This is an optimization exercise on Yosys and OpenROAD, whose aim is small area, not a production implementation.
Function was checked by simulation only, so behaviour that the tests miss may differ from the original.

==> inputs of build 84 <==
Design mc51_cu, start of the top module:
module mc51_cu #(
	parameter int IRAM_DEPTH = 128
) (
	input  wire                        clk,
	input  wire                        reset_n,
	input  wire  [20:0]                i_dec_flat,
	input  wire  [47:0]                i_addr_flat,
	input  wire  [24:0]                i_alu_flat,
	input  wire  [7:0]                 i_mem_wdata,
	input  wire  [7:0]                 i_mem_rdata,
	input  wire                        i_data_rdy,
	output logic [2:0]                 o_bus,
	output logic [3:0]                 o_state,
	output logic [15:0]                o_pc,
	output logic [23:0]                o_bufs,
	output logic [47:0]                o_regs,
	output logic                       o_err_halt
);
export LEC_CHECK = 0
export CAP_MARGIN = 20
export CORE_MARGIN = 2
export CORE_UTILIZATION = 40
export CTS_CLUSTER_DIAMETER = 120
export CTS_CLUSTER_SIZE = 25
export GPL_TIMING_DRIVEN = 0
export SLEW_MARGIN = 20
export SYNTH_HIERARCHICAL = 1
export SYNTH_MINIMUM_KEEP_SIZE = 0
create_clock -name core_clock -period 8.0 [get_ports {clk}]
standard.sh (not shown) runs the stock make flow with config.mk's settings and CLKGATE_MAP_FILE= SYNTH_SCRIPT=/design/flow/synth_recipe.tcl, a recipe that flattens the netlist after the stock synthesis.
==> flow/flow/run.sh <==
#!/bin/bash
# Own layout flow: the standard ORFS flow (standard.sh, its synthesis
# unchanged) with two changes to how the layout is built:
#  - ports get 1x buffers (sky130_fd_sc_hd__buf_1) instead of delay buffers,
#  - clock tree: sink clusters of up to 30 within 90 um, no dummy loads,
# The make output goes to standard.log; every ORFS step keeps its own log
# under orfs/logs/.
set -euo pipefail
export BUFFER_PORTS_ARGS="-buffer_cell sky130_fd_sc_hd__buf_1"
export CTS_ARGS="-sink_clustering_enable -repair_clock_nets -sink_clustering_size 30 -sink_clustering_max_diameter 90 -dont_use_dummy_load"
bash standard.sh > standard.log 2>&1
==> inputs of trial 82, as changes to build 84 <==
--- a/flow/design.v
+++ b/flow/design.v
@@ -129,111 +129,86 @@
 	input  wire  [6:0]             i_addr,
 	input  wire  [7:0]             i_wdata,
 	output logic [7:0]             o_rd
 );
 	localparam int L  = 6;    
 	localparam int NR = 21;   
 	localparam int NS = NR * L;
 	function automatic logic [8:0] map_addr(input logic [6:0] a);
+		logic [4:0] v;
 		logic [4:0] ring;
 		logic [2:0] slot;
 		logic       fixed;
-		ring  = {1'b0, a[6:3]};
-		slot  = a[2:0];
+		v     = {a[6:3], a[0]};
 		fixed = 1'b0;
-		if (a[2:1] == 2'b11) begin
-			for (int w = 0; w < 32; w++) begin
-				if ({a[6:3], a[0]} == 5'(w)) begin
-					if (w < 30) begin
-						ring = 5'(16 + w / 6);
-						slot = 3'(w % 6);
-					end else begin
-						ring  = 5'd0;
-						slot  = 3'd0;
-						fixed = 1'b1;
-					end
-				end
-			end
+		if (a[2:0] < 3'd6) begin
+			ring = {1'b0, a[6:3]};
+			slot = a[2:0];
+		end else if (v < 5'd30) begin
+			ring = 5'd16 + 5'(v / 5'd6);
+			slot = 3'(v % 5'd6);
+		end else begin
+			ring  = 5'd0;
+			slot  = 3'd0;
+			fixed = 1'b1;
 		end
 		map_addr = {fixed, ring, slot};
 	endfunction
-	function automatic logic [L+1:0] place(input logic [2:0] k, input logic [2:0] ph);
-		logic [L-1:0] stage;
-		logic         wrap;
-		logic         entry;
-		stage = '0;
-		wrap  = 1'b0;
-		entry = 1'b0;
-		for (int i = 0; i < L; i++) begin
-			for (int j = 0; j < L; j++) begin
-				if (k == 3'(i) && ph == 3'(j)) begin
-					stage[(i + j) % L] = 1'b1;
-					wrap  = (i + j >= L);
-					entry = (i + j == L - 1);
-				end
-			end
-		end
-		place = {wrap, entry, stage};
-	endfunction
 	logic [2:0] phase;
 	logic       lap;
 	logic [7:0] ring [NR][L];
 	logic [7:0] fixed_q [2];
 	logic       p_valid;
 	logic [4:0] p_ring;
 	logic [2:0] p_slot;
 	logic [7:0] p_data;
 	logic       a_fixed;
 	logic [4:0] a_ring;
 	logic [2:0] a_slot;
+	logic [3:0] a_u;
+	logic [3:0] p_u;
+	logic [2:0] a_stage;
 	logic       a_inv;
+	logic       p_inv;
 	logic       a_entry;
 	logic       p_entry;
 	logic       a_ring_we;
 	logic [NR-1:0] ins;
-	logic [NR-1:0] ins_b;
 	logic [7:0] ins_n;
 	logic [7:0] ring_d0 [NR];
 	logic [NR-1:0] rsel;
 	logic [L-1:0]  ssel;
 	logic [NS-1:0] seln;
 	logic [NS/2-1:0] hit0 [8];
 	logic [7:0] ring_rd;
 	logic [8:0] a_map;
 	assign a_map   = map_addr(i_addr);
 	assign a_fixed = a_map[8];
 	assign a_ring  = a_map[7:3];
 	assign a_slot  = a_map[2:0];
-	logic [L+1:0] a_place;
-	logic [L+1:0] p_place;
-	assign a_place = place(a_slot, phase);
-	assign p_place = place(p_slot, phase);
-	assign a_inv   = lap ^ a_place[L+1];
-	assign a_entry = a_place[L];
-	assign p_entry = p_place[L];
+	assign a_u     = {1'b0, a_slot} + {1'b0, phase};
+	assign p_u     = {1'b0, p_slot} + {1'b0, phase};
+	assign a_stage = (a_u >= 4'(L)) ? 3'(a_u - 4'(L)) : a_u[2:0];
+	assign a_inv   = lap ^ (a_u >= 4'(L));
+	assign p_inv   = lap ^ (p_u >= 4'(L));
+	assign a_entry = (a_u == 4'(L-1));
+	assign p_entry = (p_u == 4'(L-1));
 	assign a_ring_we = i_we && !a_fixed;
 	always_comb begin
 		for (int r = 0; r < NR; r++) begin
 			ins[r] = (a_ring_we && a_entry && a_ring == 5'(r)) ||
 				(p_valid && p_entry && p_ring == 5'(r));
 		end
 	end
-	assign ins_n = (i_we ? i_wdata : p_data) ^ {8{lap}};
-	for (genvar r = 0; r < NR; r++) begin : g_insb
-		mc51_inv u_inv (
-			.i_a  (ins[r]),
-			.o_yn (ins_b[r])
-		);
-	end
+	assign ins_n = i_we ? (i_wdata ^ {8{a_inv}}) : (p_data ^ {8{p_inv}});
 	for (genvar r = 0; r < NR; r++) begin : g_ins
 		for (genvar b = 0; b < 8; b++) begin : g_b
-			mc51_ent u_ent (
+			mc51_mux2i u_mux (
 				.i_s  (ins[r]),
-				.i_sn (ins_b[r]),
 				.i_a  (ring[r][L-1][b]),
 				.i_b  (ins_n[b]),
 				.o_yn (ring_d0[r][b])
 			);
 		end
 	end
 	always_ff @(posedge clk) begin
 		if (phase >= 3'(L-1)) begin
@@ -258,17 +233,17 @@
 			p_slot  <= a_slot;
 			p_data  <= i_wdata;
 		end else if (p_entry) begin
 			p_valid <= 1'b0;
 		end
 	end
 	always_comb begin
 		for (int r = 0; r < NR; r++) rsel[r] = (a_ring == 5'(r));
-		ssel = a_place[L-1:0];
+		for (int s = 0; s < L; s++) ssel[s] = (a_stage == 3'(s));
 		for (int r = 0; r < NR; r++)
 			for (int s = 0; s < L; s++)
 				seln[r*L+s] = ~(rsel[r] & ssel[s]);
 	end
 	for (genvar b = 0; b < 8; b++) begin : g_bit
 		for (genvar i = 0; i < NS/2; i++) begin : g_pair
 			mc51_rd2 u_rd2 (
 				.i_seln0 (seln[2*i]),
@@ -294,30 +269,23 @@
 	input  wire  i_seln0,
 	input  wire  i_d0,
 	input  wire  i_seln1,
 	input  wire  i_d1,
 	output logic o_hit0
 );
 	assign o_hit0 = ~((i_seln0 | i_d0) & (i_seln1 | i_d1));
 endmodule
-module mc51_inv (
-	input  wire  i_a,
-	output logic o_yn
-);
-	assign o_yn = ~i_a;
-endmodule
-module mc51_ent (
+module mc51_mux2i (
 	input  wire  i_s,
-	input  wire  i_sn,
 	input  wire  i_a,
 	input  wire  i_b,
 	output logic o_yn
 );
-	assign o_yn = ~((i_sn | i_b) & (i_s | i_a));
+	assign o_yn = ~(i_s ? i_b : i_a);
 endmodule
 `default_nettype wire
 `timescale 1ns/1ps
 `default_nettype none
 module mc51_cu #(
 	parameter int IRAM_DEPTH = 128
 ) (
 	input  wire                        clk,
@@ -495,41 +463,25 @@
 				state_d   = mc51_cycle_pkg::S1_0;
 			end
 			default: state_d = mc51_cycle_pkg::HALT_LOOP;
 		endcase
 		if (!reset_n) begin
 			bus = '1;
 		end
 	end
-	mc51_mux3x8 u_addr (
-		.i_s0 (~state_q[3] & ~state_q[2]), .i_a0 (i_addr.s2[7:0]),
-		.i_s1 (~state_q[3] &  state_q[2]), .i_a1 (i_addr.s3[7:0]),
-		.i_s2 ( state_q[3]),               .i_a2 (i_addr.s5[7:0]),
-		.o_y  (addr)
-	);
-	mc51_mux3x8 u_rd (
-		.i_s0 ( state_q[0]),             .i_a0 (i_mem_rdata),
-		.i_s1 (~state_q[0] &  addr[7]),  .i_a1 (sfr_rd),
-		.i_s2 (~state_q[0] & ~addr[7]),  .i_a2 (iram_rd),
-		.o_y  (rd)
-	);
-	logic [7:0] instr_d;
-	logic [7:0] s2_d;
-	logic [7:0] s3_d;
-	mc51_hold8 u_h_instr (.i_s(ld_instr), .i_a(bufs.instr), .i_b(i_mem_rdata), .o_y(instr_d));
-	mc51_hold8 u_h_s2    (.i_s(ld_s2),    .i_a(bufs.s2),    .i_b(rd),          .o_y(s2_d));
-	mc51_hold8 u_h_s3    (.i_s(ld_s3),    .i_a(bufs.s3),    .i_b(rd),          .o_y(s3_d));
+	assign addr = state_q[3] ? i_addr.s5[7:0] : (state_q[2] ? i_addr.s3[7:0] : i_addr.s2[7:0]);
+	assign rd = state_q[0] ? i_mem_rdata : (addr[7] ? sfr_rd : iram_rd);
 	always_ff @(posedge clk or negedge reset_n) begin
 		if (!reset_n) begin
 			bufs <= '0;
 		end else begin
-			bufs.instr <= instr_d;
-			bufs.s2    <= s2_d;
-			bufs.s3    <= s3_d;
+			if (ld_instr) bufs.instr <= i_mem_rdata;
+			if (ld_s2)    bufs.s2    <= rd;
+			if (ld_s3)    bufs.s3    <= rd;
 		end
 	end
 	logic [15:0] add_a;
 	logic [15:0] add_b;
 	logic [15:0] sum;
 	logic [15:0] pc_d;
 	logic        pc_ind;
 	assign pc_ind = pc_reload && (i_dec.pc_mode == mc51_cycle_pkg::PC_IND);
@@ -590,93 +542,36 @@
 		end
 	end
 	assign e_acc = alu_load ? (i_dec.reg_tar == 3'd0) : (sfr_wr && a_acc);
 	assign e_b   = alu_load ? (i_dec.reg_tar == 3'd1) : (sfr_wr && a_b);
 	assign e_sp  = alu_load ? (i_dec.reg_tar == 3'd2) : (sfr_wr && a_sp);
 	assign e_dph = alu_load ? (i_dec.reg_tar == 3'd3) : (sfr_wr && a_dph);
 	assign e_dpl = alu_load ? (i_dec.reg_tar == 3'd4) : (sfr_wr && a_dpl);
 	assign e_psw = alu_load || (sfr_wr && a_psw);
-	logic [7:0] acc_d, b_d, sp_d, dpl_d, dph_d, psw_d;
-	mc51_hold8 u_h_acc (.i_s(e_acc), .i_a(regs.acc), .i_b(wd), .o_y(acc_d));
-	mc51_hold8 u_h_b   (.i_s(e_b),   .i_a(regs.b),   .i_b(wd), .o_y(b_d));
-	mc51_hold8 u_h_sp  (.i_s(e_sp),  .i_a(regs.sp),  .i_b(wd), .o_y(sp_d));
-	mc51_hold8 u_h_dpl (.i_s(e_dpl), .i_a(regs.dpl), .i_b(wd), .o_y(dpl_d));
-	mc51_hold8 u_h_dph (.i_s(e_dph), .i_a(regs.dph), .i_b(wd), .o_y(dph_d));
-	mc51_hold8 u_h_psw (.i_s(e_psw), .i_a(regs.psw), .i_b(alu_load ? i_alu.psw : i_mem_wdata), .o_y(psw_d));
 	always_ff @(posedge clk or negedge reset_n) begin
 		if (!reset_n) begin
 			regs.acc <= 8'h00;
 			regs.b   <= 8'h00;
 			regs.sp  <= mc51_sfr_pkg::SP_RESET;
 			regs.dpl <= 8'h00;
 			regs.dph <= 8'h00;
 			regs.psw <= mc51_sfr_pkg::PSW_RESET;
 		end else begin
-			regs.acc <= acc_d;
-			regs.b   <= b_d;
-			regs.sp  <= sp_d;
-			regs.dpl <= dpl_d;
-			regs.dph <= dph_d;
-			regs.psw <= psw_d;
+			if (e_acc) regs.acc <= wd;
+			if (e_b)   regs.b   <= wd;
+			if (e_sp)  regs.sp  <= wd;
+			if (e_dpl) regs.dpl <= wd;
+			if (e_dph) regs.dph <= wd;
+			if (e_psw) regs.psw <= alu_load ? i_alu.psw : i_mem_wdata;
 		end
 	end
 	mc51_iram #(
 		.IRAM_DEPTH (IRAM_DEPTH)
 	) mc51_iram_inst (
 		.clk     (clk),
 		.i_we    (iram_we),
 		.i_addr  (addr[6:0]),
 		.i_wdata (i_mem_wdata),
 		.o_rd    (iram_rd)
 	);
 endmodule
-module mc51_mux3x8 (
-	input  wire        i_s0,
-	input  wire  [7:0] i_a0,
-	input  wire        i_s1,
-	input  wire  [7:0] i_a1,
-	input  wire        i_s2,
-	input  wire  [7:0] i_a2,
-	output logic [7:0] o_y
-);
-	for (genvar b = 0; b < 8; b++) begin : g_b
-		mc51_mux3 u_mux (
-			.i_s0 (i_s0), .i_a0 (i_a0[b]),
-			.i_s1 (i_s1), .i_a1 (i_a1[b]),
-			.i_s2 (i_s2), .i_a2 (i_a2[b]),
-			.o_y  (o_y[b])
-		);
-	end
-endmodule
-module mc51_mux3 (
-	input  wire  i_s0,
-	input  wire  i_a0,
-	input  wire  i_s1,
-	input  wire  i_a1,
-	input  wire  i_s2,
-	input  wire  i_a2,
-	output logic o_y
-);
-	assign o_y = (i_s0 & i_a0) | (i_s1 & i_a1) | (i_s2 & i_a2);
-endmodule
-module mc51_hold8 (
-	input  wire        i_s,
-	input  wire  [7:0] i_a,
-	input  wire  [7:0] i_b,
-	output logic [7:0] o_y
-);
-	logic sn;
-	mc51_inv u_inv (.i_a(i_s), .o_yn(sn));
-	for (genvar b = 0; b < 8; b++) begin : g_b
-		mc51_hold u_hold (.i_s(i_s), .i_sn(sn), .i_a(i_a[b]), .i_b(i_b[b]), .o_y(o_y[b]));
-	end
-endmodule
-module mc51_hold (
-	input  wire  i_s,
-	input  wire  i_sn,
-	input  wire  i_a,
-	input  wire  i_b,
-	output logic o_y
-);
-	assign o_y = (i_s & i_b) | (i_sn & i_a);
-endmodule
 `default_nettype wire
==> flow/flow/run.sh (replaced) <==
#!/bin/bash
# Own layout flow: the standard ORFS flow (standard.sh, its synthesis
# unchanged) with three changes to how the layout is built:
#  - ports get 1x buffers (sky130_fd_sc_hd__buf_1) instead of delay buffers,
#  - clock tree: sink clusters of up to 25 within 120 um, no dummy loads,
#  - power recovery after global routing (downsizes non-critical cells).
# The make output goes to standard.log; every ORFS step keeps its own log
# under orfs/logs/.
set -euo pipefail
export BUFFER_PORTS_ARGS="-buffer_cell sky130_fd_sc_hd__buf_1"
export CTS_ARGS="-sink_clustering_enable -repair_clock_nets -sink_clustering_size 25 -sink_clustering_max_diameter 120 -dont_use_dummy_load"
export RECOVER_POWER=100
bash standard.sh > standard.log 2>&1
--- a/flow/config.mk
+++ b/flow/config.mk
@@ -5,12 +5,11 @@
 export SDC_FILE = /design/flow/constraint.sdc
 export NUM_CORES = 4
 export LEC_CHECK = 0
 export CAP_MARGIN = 20
 export CORE_MARGIN = 2
 export CORE_UTILIZATION = 40
 export CTS_CLUSTER_DIAMETER = 120
 export CTS_CLUSTER_SIZE = 25
-export GPL_TIMING_DRIVEN = 0
 export SLEW_MARGIN = 20
 export SYNTH_HIERARCHICAL = 1
 export SYNTH_MINIMUM_KEEP_SIZE = 0
==> inputs of build 45, as changes to build 84 <==
--- a/flow/config.mk
+++ b/flow/config.mk
@@ -6,11 +6,12 @@
 export NUM_CORES = 4
 export LEC_CHECK = 0
 export CAP_MARGIN = 20
 export CORE_MARGIN = 2
 export CORE_UTILIZATION = 40
 export CTS_CLUSTER_DIAMETER = 120
 export CTS_CLUSTER_SIZE = 25
 export GPL_TIMING_DRIVEN = 0
+export SETUP_SLACK_MARGIN = 0.3
 export SLEW_MARGIN = 20
 export SYNTH_HIERARCHICAL = 1
 export SYNTH_MINIMUM_KEEP_SIZE = 0
==> results_dict.tcl <==
set metrics [dict create \
    seq-cell-share_pct 56.26 \
    postRouteWirelength_um 109800 \
    cp-startpoint "i_addr_flat[21]" \
    grt_max_degree 61 \
    drv_cap 11 \
    ys_top_cells_by_area "dfxtp_1 56%, o22ai_1 9.0%, mux2i_1 6.3%, dfrtp_1 6.1%, edfxtp_1 2.7%" \
    fin_hold_ws_ps 307.3 \
    grt_usage_pct 22.79 \
    use_met3_pct 2.842 \
    hp-start "mc51_iram_inst.ring[6][4]" \
    slew_viol_final 200 \
    maxSlewHeadroom_pct -119.8 \
    so.violations "max-capacitance violations, max-slew violations" \
    clkbuf_count 51 \
    postLayoutCellArea_sq_mm 0.04187 \
    status "complete, but fails checks" \
    final_cell_count_no_fill 4674 \
    sw_frac_of_total_pct 36.72 \
    wl_met2_um 49030 \
    reg2reg_slack_ps 660 \
    ir_worst_vdd_uv 298.9 \
    grt_pass1_wl_um 161200 \
]
-- figures above: trial 82

==> results_dict.tcl <==
set metrics [dict create \
    grt_max_degree 31 \
    reg2reg_slack_ps 140 \
    final_cell_count_no_fill 4447 \
    wl_met2_um 50220 \
    maxSlewHeadroom_pct 20.68 \
    use_met3_pct 3.304 \
    grt_usage_pct 24.67 \
    ys_top_cells_by_area "dfxtp_1 58%, o22ai_1 12%, dfrtp_1 6.3%, edfxtp_1 2.8%, nand2_1 2.7%" \
    clkbuf_count 46 \
    status "finished clean" \
    seq-cell-share_pct 60.05 \
    grt_pass1_wl_um 166900 \
]
-- figures above: build 84

==> results_dict.tcl <==
set metrics [dict create \
    postLayoutCellArea_sq_mm 0.03941 \
    maxSlewHeadroom_pct 5.512 \
    grt_usage_pct 24.69 \
    hp-start "mc51_iram_inst.ring[33][7]" \
    use_met3_pct 3.261 \
    final_cell_count_no_fill 4447 \
    status "finished clean" \
    postRouteWirelength_um 116100 \
    ys_top_cells_by_area "dfxtp_1 58%, o22ai_1 12%, dfrtp_1 6.3%, edfxtp_1 2.8%, nand2_1 2.7%" \
    drv_cap 0 \
    clkbuf_count 46 \
    reg2reg_slack_ps 610 \
    grt_max_degree 31 \
    cp-startpoint "state_q[2]" \
]
-- figures above: build 45

what the ideal ports hide:
The flow's constraints put no driver on any port. The routed layouts listed below were extracted and timed again, unchanged, in two steps. Step 1 assumes that a clkbuf_16 drives the clock port and a buf_2 every other input. Step 2 moves the port delays by t, midway between the first and last clock arrival at a register: inputs arrive t later, outputs are due t later. That takes back most of the time a late clock gives input paths. Slacks: no drivers / after step 1 / after step 2; pairs: no drivers / after step 1.
| run | t (ns) | slack for setup (ns) | hold WS [ns] | latest minus earliest clock arrival (ns) | pins driven straight from the clock port |
|---|---|---|---|---|---|
| build 84 | 0.669 | 0.137 / 0.137 / -0.341 | 0.283 / 0.283 / 0.283 | 0.071 / 0.072 | 1 |
| trial 82 | 0.681 | 0.313 / 0.358 / -0.323 | 0.307 / 0.307 / 0.307 | 0.086 / 0.086 | 1 |
| build 45 | 0.668 | 0.611 / 0.611 / 0.020 | 0.280 / 0.280 / 0.280 | 0.070 / 0.070 | 1 |
The setup slack of trial 82, which loses most, moves by +0.045 ns with the drivers and by -0.636 ns with both steps.
